This design comes from an exercise in tuning for small area on the open sky130 flow, not from production work. For this run, only the layout was checked, not whether the RTL still works. Power is estimated from default activity; no workload was simulated.

==> flow/run.sh <==
#!/bin/bash
# synth_recipe.tcl (not shown) runs the flow's synth.tcl, then flattens the netlist and writes it again
# the make line also repeats each setting of config.mk as NAME=value (left out here)
make -C /OpenROAD-flow-scripts/flow DESIGN_CONFIG=/design/flow/config.mk WORK_HOME=/design/flow/orfs CLKGATE_MAP_FILE= SYNTH_SCRIPT=/design/flow/synth_recipe.tcl finish
==> flow/config.mk <==
export PLATFORM = sky130hd
export DESIGN_NAME = debug_interpreter
export DESIGN_NICKNAME = debug_interpreter
export VERILOG_FILES = /design/flow/design.v
export SDC_FILE = /design/flow/constraint.sdc
export NUM_CORES = 4
export LEC_CHECK = 0
export CAP_MARGIN = 20
export CORE_MARGIN = 2
export CORE_UTILIZATION = 40
export SLEW_MARGIN = 20
==> flow/constraint.sdc <==
create_clock -name core_clock -period 5.0 [get_ports {clk}]
set_input_delay 1.0000 -clock core_clock [delete_from_list [all_inputs] [get_ports {clk}]]
set_output_delay 1.0000 -clock core_clock [all_outputs]
set_load 0.01 [all_outputs]
==> flow/design.v <==
`default_nettype none
package interp_cmd_pkg;
    typedef enum logic [8-1:0] {
        OP_ADD_ACC      = 8'h41,  
        OP_SET_END      = 8'h44,  
        OP_WRITE_CLK    = 8'h43,  
        OP_READ_ACC_POS = 8'h47,  
        OP_READ_MEM     = 8'h4C,  
        OP_RESET_CORE   = 8'h52,  
        OP_STOP_CLK     = 8'h53,  
        OP_SET_TIMEOUT  = 8'h54,  
        OP_LOAD_UPPER   = 8'h55,  
        OP_WRITE_MEM    = 8'h57,  
        OP_GET_ACC      = 8'h61,  
        OP_LOAD_LOWER   = 8'h6C,  
        OP_PING         = 8'h70,  
        OP_RESUME_CLK   = 8'h72,  
        OP_UNTIL        = 8'h75   
    } opcode_t;
    typedef logic [24-1:0] arg_t;
    typedef enum logic [1:0] {
        ACC_NONE,
        ACC_LOAD_UPPER,
        ACC_LOAD_LOWER,
        ACC_ADD
    } acc_op_t;
    typedef enum logic [2:0] {
        CORE_NONE,
        CORE_WRITE_CLK,
        CORE_STOP_CLK,
        CORE_RESUME_CLK,
        CORE_RESET,
        CORE_SET_TIMEOUT,
        CORE_SET_END,
        CORE_UNTIL
    } core_cmd_t;
endpackage
`default_nettype wire
`default_nettype none
package interp_bus_pkg;
    typedef logic [31:0] word_t;
    typedef logic [31:0] addr_t;
    typedef logic [63:0] acc_t;
    typedef logic [31:0] cycles_t;
endpackage
`default_nettype wire
`default_nettype none
module debug_interpreter (
    input  wire          clk,
    input  wire          reset,
    input  wire          uart_rx_empty,
    input  wire          uart_read_response,
    input  wire [31:0]   uart_read_data,
    output logic         uart_read,
    input  wire          uart_write_response,
    output logic         uart_write,
    output logic [31:0]  uart_write_data,
    input  wire          finish_execution,
    output logic         core_clk_enable,
    output logic         core_reset,
    output logic         write_pulse,
    output logic [31:0]  num_of_cycles_to_pulse,
    output logic         reset_bus,
    output logic         memory_mux_selector,
    output logic [31:0]  end_position,
    output logic         memory_read,
    output logic         memory_write,
    output logic [31:0]  address,
    output logic [31:0]  write_data,
    input  wire  [31:0]  read_data
);
    localparam logic [4:0]
        S_IDLE   = 5'd0,
        S_FETCH  = 5'd1,
        S_DECODE = 5'd2,
        S_POST   = 5'd3,    
        S_DWAIT  = 5'd4,
        S_FDATA  = 5'd5,
        S_W1     = 5'd6,    
        S_MEM1   = 5'd7,
        S_MEM2   = 5'd8,    
        S_MEM3   = 5'd9,    
        S_MEM4   = 5'd10,
        S_TX0    = 5'd11,
        S_TX1    = 5'd12,   
        S_TXW    = 5'd13,
        S_TXD    = 5'd14,
        S_CSTART = 5'd15,
        S_RST    = 5'd16,
        S_RDONE  = 5'd17,
        S_EN     = 5'd18,
        S_RUN    = 5'd19,
        S_UDONE  = 5'd20;
    logic [4:0]  st;
    logic [31:0] cw;
    logic [31:0] wc;
    logic [31:0] acc;
    logic [23:0] timeout;
    logic [23:0] endp;
    logic        rep;       
    logic        wp;
    logic        mw;
    logic        rb;
    logic        clk_en;
    logic        msel;
    wire [7:0]  op  = cw[7:0];
    wire [23:0] arg = cw[31:8];
    wire op_p = op == 8'h70;
    wire op_a = op == 8'h61;
    wire op_U = op == 8'h55;
    wire op_l = op == 8'h6C;
    wire op_A = op == 8'h41;
    wire op_W = op == 8'h57;
    wire op_L = op == 8'h4C;
    wire op_G = op == 8'h47;
    wire op_C = op == 8'h43;
    wire op_S = op == 8'h53;
    wire op_r = op == 8'h72;
    wire op_T = op == 8'h54;
    wire op_D = op == 8'h44;
    wire op_R = op == 8'h52;
    wire op_u = op == 8'h75;
    wire [31:0] arg_sext = {{8{arg[23]}}, arg};
    wire [31:0] arg_addr = {6'b0, arg, 2'b00};
    wire        run_end  = finish_execution || (wc[24:1] == timeout);
    wire [23:0] wc_inc   = wc[24:1] + 24'd1;
    always_ff @(posedge clk) begin
        wp <= 1'b0;
        mw <= 1'b0;
        rb <= 1'b0;
        if (reset) begin
            st      <= S_IDLE;
            rep     <= 1'b0;
            acc     <= '0;
            timeout <= '0;
            endp    <= '0;
            clk_en  <= 1'b0;
            msel    <= 1'b0;
            rb      <= 1'b1;
        end else begin
            case (st)
                S_IDLE:  if (!uart_rx_empty) st <= S_FETCH;
                S_FETCH: if (uart_read_response) begin
                    cw <= uart_read_data;
                    st <= S_DECODE;
                end
                S_DECODE: begin
                    st <= S_IDLE;
                    if (op_p) st <= S_TX0;
                    if (op_a) begin
                        wc <= acc;
                        st <= S_TX0;
                    end
                    if (op_U) acc[31:8] <= arg;
                    if (op_l) acc[7:0] <= arg[7:0];
                    if (op_A) acc <= acc + arg_sext;
                    if (op_W) begin
                        wc <= arg_addr;
                        st <= S_DWAIT;
                    end
                    if (op_L) begin
                        wc <= arg_addr;
                        st <= S_MEM1;
                    end
                    if (op_G) begin
                        wc <= acc + arg_addr;
                        st <= S_MEM1;
                    end
                    if (op_C || op_S || op_r || op_D) st <= S_POST;
                    if (op_T) timeout <= arg;
                    if (op_R || op_u) st <= S_CSTART;
                end
                S_POST, S_W1: begin
                    st <= uart_rx_empty ? S_IDLE : S_FETCH;
                    if (st == S_W1) mw <= 1'b1;
                    else begin
                        if (op_C) begin
                            clk_en <= 1'b1;
                            wp     <= 1'b1;
                        end
                        if (op_S) clk_en <= 1'b0;
                        if (op_r) clk_en <= 1'b1;
                        if (op_D) endp <= arg;
                    end
                end
                S_DWAIT: if (!uart_rx_empty) st <= S_FDATA;
                S_FDATA: if (uart_read_response) begin
                    cw <= uart_read_data;
                    st <= S_W1;
                end
                S_MEM1: st <= S_MEM2;
                S_MEM2: st <= S_MEM3;
                S_MEM3: begin
                    wc <= read_data;
                    st <= S_MEM4;
                end
                S_MEM4: st <= S_TX0;
                S_TX0:  st <= S_TX1;
                S_TX1, S_TXW: st <= uart_write_response ? S_TXD : S_TXW;
                S_TXD: begin
                    rep <= 1'b0;
                    st  <= rep ? S_TX0 : S_IDLE;
                end
                S_CSTART: begin
                    wc     <= 32'd1;
                    msel   <= op_u;
                    rb     <= op_u;
                    clk_en <= 1'b1;
                    wp     <= 1'b1;
                    st     <= S_RST;
                end
                S_RST: begin
                    wc[24:1] <= wc_inc;
                    if (wc[5:1] == 5'd20) begin
                        clk_en <= 1'b0;
                        st     <= msel ? S_EN : S_RDONE;
                    end
                end
                S_RDONE: st <= S_IDLE;
                S_EN: begin
                    wc     <= 32'd1;
                    clk_en <= 1'b1;
                    wp     <= 1'b1;
                    st     <= S_RUN;
                end
                S_RUN: begin
                    if (run_end) begin
                        clk_en <= 1'b0;
                        msel   <= 1'b0;
                        rb     <= 1'b1;
                        st     <= S_UDONE;
                    end else begin
                        wc[24:1] <= wc_inc;
                    end
                end
                S_UDONE: begin
                    rep <= 1'b1;
                    st  <= S_TX0;
                end
                default: st <= S_IDLE;
            endcase
        end
    end
    assign uart_read           = (st == S_FETCH) || (st == S_FDATA);
    assign uart_write          = (st == S_TX1);
    assign uart_write_data     = op_p ? 32'h7700006A : rep ? 32'h6C75636B : wc;
    assign core_clk_enable     = clk_en;
    assign core_reset          = (st == S_RST) || (st == S_RDONE) || (st == S_EN);
    assign write_pulse         = wp;
    assign num_of_cycles_to_pulse = (st == S_RST) ? {24'd0, 8'd20}
                                  : (st == S_RUN) ? {8'd0, timeout}
                                  : {8'd0, arg};
    assign reset_bus           = rb;
    assign memory_mux_selector = msel;
    assign end_position        = {6'd0, endp, 2'b00};
    assign memory_read         = (st == S_MEM2);
    assign memory_write        = mw;
    assign address             = wc;
    assign write_data          = cw;
endmodule
`default_nettype wire
==> impl_metrics.env <==
export IMPL_status="no timing/DRC/antenna violations"
export IMPL_cp_end_kind="output pin"
export IMPL_synthMuxAreaShare_pct=0.365
export IMPL_clk_pin_slew_ns=0.07
export IMPL_worstMarginPinSlew_ns=1.00
export IMPL_drive_gt1_share_pct=5.28
export IMPL_yosysTopAreaCell="edfxtp_1"
export IMPL_max_freq_ghz=0.249
export IMPL_worstPathArrival_ns=3.02
export IMPL_synthFlopType="dfxtp_1"
export IMPL_grt_max_degree=79
export IMPL_top_usage_layer="met1"
export IMPL_critPathRequiredTime_ns=4.00
export IMPL_postCtsResizedCells=0
export IMPL_power_switching_mw=0.866
export IMPL_crit_path_cell_trace="nand2b_1 -> nor2_1 -> and3_1 -> nor2_1 -> and2_1 -> clkdlybuf4s50_1"
export IMPL_post_route_period_util_pct=80.4
export IMPL_hold_viol=0
export IMPL_vias_per_cell=5.79
export IMPL_route_detailed_drc=0
export IMPL_cp_slowest_cell="and3_1"
export IMPL_core_area_um2=27000
export IMPL_async_flop_share_pct=0
export IMPL_drt_iter0_drc=1174
export IMPL_ff2ff_setup_slack_ns=1.45
export IMPL_ys_top_cells_by_area="edfxtp_1 (18%), dfxtp_1 (17%), nand2_1 (8.1%)"
export IMPL_slew_headroom_pct=32.9
export IMPL_grt_pass1_wl_um=62300
export IMPL_chipHeight_um=170
export IMPL_portBuffers=222
export IMPL_yosys_area_share_simple_pct=22.3
export IMPL_synthDistinctLibCells=77
export IMPL_rows=60
export IMPL_p_leak_nw=5.30
export IMPL_syn_cell_area_um2=11000
export IMPL_ys_seq_area_share_pct=34.1
export IMPL_placed_cell_area_um2=13400
export IMPL_met3_usage_pct=4.76
export IMPL_fin_skew_ns=0.0186
export IMPL_setup_viol=0
export IMPL_drt_pass1_iter_count=5
export IMPL_syn_to_final_growth_pct=27.6
export IMPL_fp_dieArea_um2=28800
export IMPL_holdBufCountCts=0
export IMPL_p_clk_share_pct=43.4
export IMPL_synth_compound_area_share_pct=23.8
export IMPL_clockRootBuffer="clkbuf_16"
export IMPL_critPathMaxFanout=20
export IMPL_synth_xor_area_share_pct=7.58
export IMPL_yosys_warnings=1
export IMPL_cts_tree="done"
export IMPL_synth_edf_count=64
export IMPL_cts_buffers=17
export IMPL_syn_inst=1381
export IMPL_grtUsageTotal_pct=28.7
export IMPL_vias=11100
export IMPL_initial_utilization_pct=40.7
export IMPL_setup_tns_ns=0
export IMPL_clock_latency_ns=0.44
export IMPL_power_frac_comb_pct=10.4
export IMPL_gr_usage_met1_pct=43.3
export IMPL_dp_hpwl_um=30500
export IMPL_finalNetCount=1687
export IMPL_wl_per_cell_um=21.8
export IMPL_seqPwrFrac_pct=46.1
export IMPL_mostFrequentLayoutCells="nand2_1 (237), clkdlybuf4s50_1 (221), a21oi_1 (163)"
export IMPL_synth_area_per_cell_um2=7.95
export IMPL_layout_commonest_cell="nand2_1"
export IMPL_pwr_density_cell_nw_per_um2=217
export IMPL_grt_pass1_vias=10000
export IMPL_antennaDiodeCount=0
export IMPL_drv_slew=0
export IMPL_hp_class="register to register"
export IMPL_gp_congestion=0.927
export IMPL_swShare_pct=28.6
export IMPL_routed_wl_um=41700
export IMPL_cpMostUsedCell="nor2_1"
export IMPL_drv_cap=0
export IMPL_ant_nets=0
export IMPL_yosys_register_bits=155
export IMPL_grt_ovfl_total=0
export IMPL_yosysTopAreaCellShare_pct=17.5
export IMPL_synth_fa_ha_area_share_pct=6.75
export IMPL_start_kind="register"
export IMPL_cts_setup_buffers=0
export IMPL_grt_antenna_before_repair=0
export IMPL_clock_path_buffers=2
export IMPL_internal_power_mw=2.17
export IMPL_finish_instance_area_um2=14000
export IMPL_num_io_pins=239
export IMPL_critical_path_class="register to output pin"
export IMPL_cts_num_sinks=155
export IMPL_fin_crit_ns=4.02
export IMPL_rsz0062_at_grt="false"
export IMPL_cp_slowest_stage_delay_ns=0.64
export IMPL_cts_max_level=4
export IMPL_dieWidth_um=170
export IMPL_ir_worst_vdd_v=0.000193
export IMPL_synth_top_family_by_area="compound AO/OA/AOI/OAI gates"
export IMPL_fillers=2600
export IMPL_use_met2_pct=41.8
flip-flops by register name, indices dropped and copies added, names as in the netlist:
signal and cells:
timeout 24, wc 32, endp 24, rb 1
acc 32, clk_en 1, rep 1, mw 1
msel 1, cw 32, wp 1, st 5
area by class of cell:
class	count	area [um2]	share of cell area (%)
multi-input combinational	1119	6760	48.3
sequential	155	3740	26.7
timing repair buffer	244	2380	17.0
tap	341	427	3.05
clock buffer	17	425	3.04
clock inverter	15	179	1.28
inverter	22	82.6	0.590
synthesized netlist by cell type (all sizes together) (23+ instances only):
cell type	instances
nand2	237
nor2	114
xor2	39
a21oi	164
ha	56
clkbuf	79
nand4	23
nor3	26
edfxtp	64
xnor2	56
a21o	32
o21ai	74
dfxtp	91
nand3	38
critical path, delay by kind of cell, from the launching register on:
family	cells	cell delay [ns]
simple gates	5	1.74
buf+inv	1	0.47
flops	1	0.38
worst paths after layout:
check | startpoint | endpoint | cells after the start
hold reg to reg | endp[10] | endp[10] | 2
setup / recovery | cw[7] | uart_write_data[17] | 6
hold / removal | endp[10] | endp[10] | 2
setup reg to reg | st[4] | wc[22] | 7
power by group through the flow:
stage               clock network (mW)  logic [mW]  registers [mW]
floorplan                            0       0.164            1.40
global placement                     0       0.314            1.43
detailed placement                   0       0.313            1.43
CTS                               1.33       0.315            1.40
global route                      1.38       0.341            1.40
finish                            1.32       0.316            1.40
metrics by stage:
stage | std cells | hold slack [ns] | total power, mW | setup slack, ns | util, %
3_5_place_dp | 1881 | 0.447 | 1.74 | 1.45 | 49.7
3_3_place_gp | 1880 | 0.442 | 1.74 | 1.23 | 49.7
2_1_floorplan | 1396 | 0.457 | 1.56 | 0.842 | -
6_report | 1913 | 0.458 | 3.03 | 0.978 | 52.0
4_1_cts | 1913 | 0.457 | 3.04 | 0.986 | 52.0
5_1_grt | 1913 | 0.482 | 3.13 | 0.735 | 52.0
per-layer routing:
metal  share of wire [%]  vias up
met4                 2.0        0
met1                  47     5185
met2                  42      522
met5                   0        -
met3                 8.2       41
li1                    -     5333
kinds of logic (layout without fill, tap and decap cells):
group                    Yosys count  after routing
AND/OR/NAND/NOR                  537            537
AO/OA/AOI/OAI                    409            409
flip-flops                       155            155
buffers and inverters            122            298
XOR/XNOR                          95             95
adder cells (fa/ha/maj)           58             58
multiplexers                       4              4
other                              1             16

## what the ideal ports hide
The results above use ideal ports. As a check the final layout listed here was re-extracted and re-timed, cells and wires unchanged. Step 1 assumes that a clkbuf_16 drives the clock port and a buf_2 every other input. Step 2 also shifts input and output timing later by t, the mid clock arrival at the registers, as if the neighbouring blocks saw the same clock. Slacks: ideal / step 1 / step 2; pairs: ideal / step 1.
t (ns): 0.479
slack for setup (ns): 0.978 / 0.930 / 1.409
latest minus earliest clock arrival (ns): 0.019 / 0.019
worst data-port slew with drivers (ns): 0.05
After both steps this run still meets setup and hold. For this run, drivers alone change the setup slack by -0.048 ns; drivers and shift together by +0.431 ns.
